Background: an optimization exercise with open tools, aiming at small area. Do not read the settings as production practice.
The RTL was checked by simulation tests, not by an equivalence proof against the original design.
Power is estimated from default activity; no workload was simulated.

main:
==> flow/design.v <==
module reg_file_sb #(
    parameter int DATA_W   = 32,
    parameter int ADDR_W   = 5,
    parameter int NUM_RD   = 2,
    parameter int BYPASS   = 1,
    parameter int ZERO_REG = 1
) (
    input  logic                     clk,
    input  logic                     rst,
    input  logic [NUM_RD*ADDR_W-1:0] rd_addr,
    output logic [NUM_RD*DATA_W-1:0] rd_data,
    output logic [NUM_RD-1:0]        rd_busy,
    input  logic                     wr_en,
    input  logic [ADDR_W-1:0]        wr_addr,
    input  logic [DATA_W-1:0]        wr_data,
    input  logic                     rsv_en,
    input  logic [ADDR_W-1:0]        rsv_addr,
    output logic                     rsv_ok,
    output logic [ADDR_W:0]          busy_cnt
);
    localparam int DEPTH = 1 << ADDR_W;
    logic [DATA_W-1:0] regs  [1:DEPTH-1];
    logic [DEPTH-1:1]  valid;
    logic [DEPTH-1:1]  busy;
    logic [DEPTH-1:1] wr_sel;
    logic [DEPTH-1:1] rsv_hit;
    always_comb begin
        for (int r = 1; r < DEPTH; r++) begin
            wr_sel[r]  = wr_en && (wr_addr == ADDR_W'(r));
            rsv_hit[r] = (rsv_addr == ADDR_W'(r));
        end
    end
    logic [DEPTH-1:1] rd_ok;
    logic [DEPTH-1:1] bz;
    assign rd_ok = valid & ~wr_sel;
    assign bz    = busy  & ~wr_sel;
    logic wr_live;      
    logic rsv_bz;       
    logic wr_b;         
    assign wr_live = wr_en && wr_addr != '0;
    rf_and_or31 u_rsv_bz (.sel(rsv_hit), .d(bz),   .y(rsv_bz));
    rf_and_or31 u_wr_b   (.sel(wr_sel),  .d(busy), .y(wr_b));
    assign rsv_ok = rsv_en && !rsv_bz;
    logic cnt_inc, cnt_dec;
    assign cnt_inc = rsv_ok && rsv_addr != '0;
    assign cnt_dec = wr_b;
    always_ff @(posedge clk or negedge rst) begin
        if (!rst) begin
            valid    <= '0;
            busy     <= '0;
            busy_cnt <= '0;
        end else begin
            valid    <= valid | wr_sel;
            busy     <= bz | (rsv_hit & {(DEPTH-1){rsv_en}});
            if (cnt_inc != cnt_dec)
                busy_cnt <= cnt_inc ? busy_cnt + 1'b1 : busy_cnt - 1'b1;
        end
    end
    always_ff @(posedge clk) begin
        for (int r = 1; r < DEPTH; r++)
            if (wr_sel[r]) regs[r] <= wr_data;
    end
    for (genvar k = 0; k < NUM_RD; k++) begin : g_rd
        logic [ADDR_W-1:0] addr;
        logic [DEPTH-1:1]  hit;
        logic [DEPTH-1:0]  dsel;      
        assign addr = rd_addr[k*ADDR_W +: ADDR_W];
        always_comb
            for (int r = 1; r < DEPTH; r++) hit[r] = (addr == ADDR_W'(r));
        for (genvar r = 1; r < DEPTH; r++) begin : g_dsel
            rf_and2 u_and (.a(hit[r]), .b(rd_ok[r]), .y(dsel[r]));
        end
        assign dsel[0] = wr_live && wr_addr == addr;
        for (genvar b = 0; b < DATA_W; b++) begin : g_bit
            logic [DEPTH-1:0] col;
            assign col[0] = wr_data[b];
            for (genvar r = 1; r < DEPTH; r++) begin : g_col
                assign col[r] = regs[r][b];
            end
            rf_and_or #(.N(DEPTH)) u_sel (.sel(dsel), .d(col), .y(rd_data[k*DATA_W + b]));
        end
        rf_and_or31 u_busy (.sel(hit), .d(bz), .y(rd_busy[k]));
    end
endmodule
module rf_and_or #(
    parameter int N = 32
) (
    input  logic [N-1:0] sel,
    input  logic [N-1:0] d,
    output logic         y
);
    logic [9:0] n;
    logic [1:0] h;
    for (genvar g = 0; g < 10; g++) begin : g_grp
        rf_aoi222 u_aoi (.s(sel[3*g +: 3]), .d(d[3*g +: 3]), .y(n[g]));
    end
    assign h[0] = ~&n[3:0];
    assign h[1] = ~&n[7:4];
    rf_and_or_last u_last (.h(h), .n(n[9:8]), .s(sel[31:30]), .d(d[31:30]), .y(y));
endmodule
module rf_and_or_last (
    input  logic [1:0] h,
    input  logic [1:0] n,
    input  logic [1:0] s,
    input  logic [1:0] d,
    output logic       y
);
    logic m, t;
    assign m = ~(h[0] | h[1]);
    assign t = ~|(s & d);
    assign y = ~(n[0] & n[1] & m & t);
endmodule
module rf_aoi222 (
    input  logic [2:0] s,
    input  logic [2:0] d,
    output logic       y
);
    assign y = ~|(s & d);
endmodule
module rf_and2 (
    input  logic a,
    input  logic b,
    output logic y
);
    assign y = a & b;
endmodule
module rf_and_or31 (
    input  logic [30:0] sel,
    input  logic [30:0] d,
    output logic        y
);
    logic [9:0] n;
    for (genvar g = 0; g < 10; g++) begin : g_grp
        rf_aoi222 u_aoi (.s(sel[3*g +: 3]), .d(d[3*g +: 3]), .y(n[g]));
    end
    assign y = ~&n | (sel[30] & d[30]);
endmodule
export LEC_CHECK = 0
export CAP_MARGIN = 20
export CORE_MARGIN = 2
export CORE_UTILIZATION = 60
export SLEW_MARGIN = 20
export SYNTH_HIERARCHICAL = 1
export SYNTH_MINIMUM_KEEP_SIZE = 0
create_clock -name core_clock -period 7.0 [get_ports {clk}]
standard.sh (not shown) runs the stock make flow with config.mk's settings and CLKGATE_MAP_FILE= SYNTH_SCRIPT=/design/flow/synth_recipe.tcl, a recipe that flattens the netlist after the stock synthesis.
==> flow/flow/run.sh <==
#!/bin/bash
# The standard ORFS layout (standard.sh, unchanged synthesis), with two
# changes to how the layout is made:
#  - ports are buffered with buf_2 instead of the default delay-cell buffer;
#  - clock tree: clkbuf_4 only, small sink clusters, no dummy loads.
# The make output goes to flow_make.log; ORFS keeps each step's log under
# orfs/logs/.
set -euo pipefail
bash standard.sh \
  "BUFFER_PORTS_ARGS=-buffer_cell sky130_fd_sc_hd__buf_2" \
  "CTS_ARGS=-sink_clustering_enable -repair_clock_nets -dont_use_dummy_load -buf_list sky130_fd_sc_hd__clkbuf_4 -sink_clustering_size 9 -sink_clustering_max_diameter 45" \
  finish > flow_make.log 2>&1
> inputs changed (main -> the feature branch)
--- a/flow/design.v
+++ b/flow/design.v
@@ -51,10 +51,9 @@
             busy_cnt <= '0;
         end else begin
             valid    <= valid | wr_sel;
             busy     <= bz | (rsv_hit & {(DEPTH-1){rsv_en}});
-            if (cnt_inc != cnt_dec)
-                busy_cnt <= cnt_inc ? busy_cnt + 1'b1 : busy_cnt - 1'b1;
+            busy_cnt <= busy_cnt + {{ADDR_W{cnt_dec && !cnt_inc}}, cnt_inc != cnt_dec};
         end
     end
     always_ff @(posedge clk) begin
         for (int r = 1; r < DEPTH; r++)
## What came out
- Summary of the feature branch over main: post-layout total power shows a reduction of 0.56%, number of clock-tree buffers in the layout moved down, time the final worst path needs with I/O delays and setup climbed 0.060 ns, final critical-path setup slack shows a reduction of 0.060 ns.
- Diff main -> the feature branch: gate count of the mapped netlist went down 0.70%, number of buffers created by CTS went down 1, count of fill cells added during filler insertion went down 43, final HPWL from detailed placement went up about 1.5%, total instance count after detailed placement went down about 0.8%.
- Re number of non-filler instances in the completed layout: the feature branch is 22 down on main.
- For main, the capture point of the critical path was rd_data[12], unlike the feature branch, where it was rd_data[58].
- In the tables for main and the feature branch, share of power burned in combinational logic reads higher with main.

==> port drivers added, routing unchanged <==
How much do the figures lean on ideal ports? The routed layouts below were timed once more, with nothing changed but the port constraints.
Step 1 assumes that a clkbuf_16 drives the clock port and a buf_2 every other input.
Step 2 times the ports against the registers' clock, not the clock port: input delays grow and output delays shrink by t, the midpoint of the rising clock arrivals with the driver on.
Three values: ideal ports, drivers, drivers and shift; two values: the first two.
run | shift t [ns] | slack for setup (ns) | worst setup path at the end | worst register clock-pin slew, ns | cell pins on the clock port's net
main | 1.058 | 0.660 / 0.631 / 0.631 | input to output | 0.11 / 0.11 | 1
the feature branch | 1.063 | 0.600 / 0.580 / 0.580 | input to output | 0.11 / 0.11 | 1
After both steps setup and hold are still met in every run listed. The setup slack of main, which loses most, moves by -0.029 ns with the drivers and by -0.029 ns with both steps.
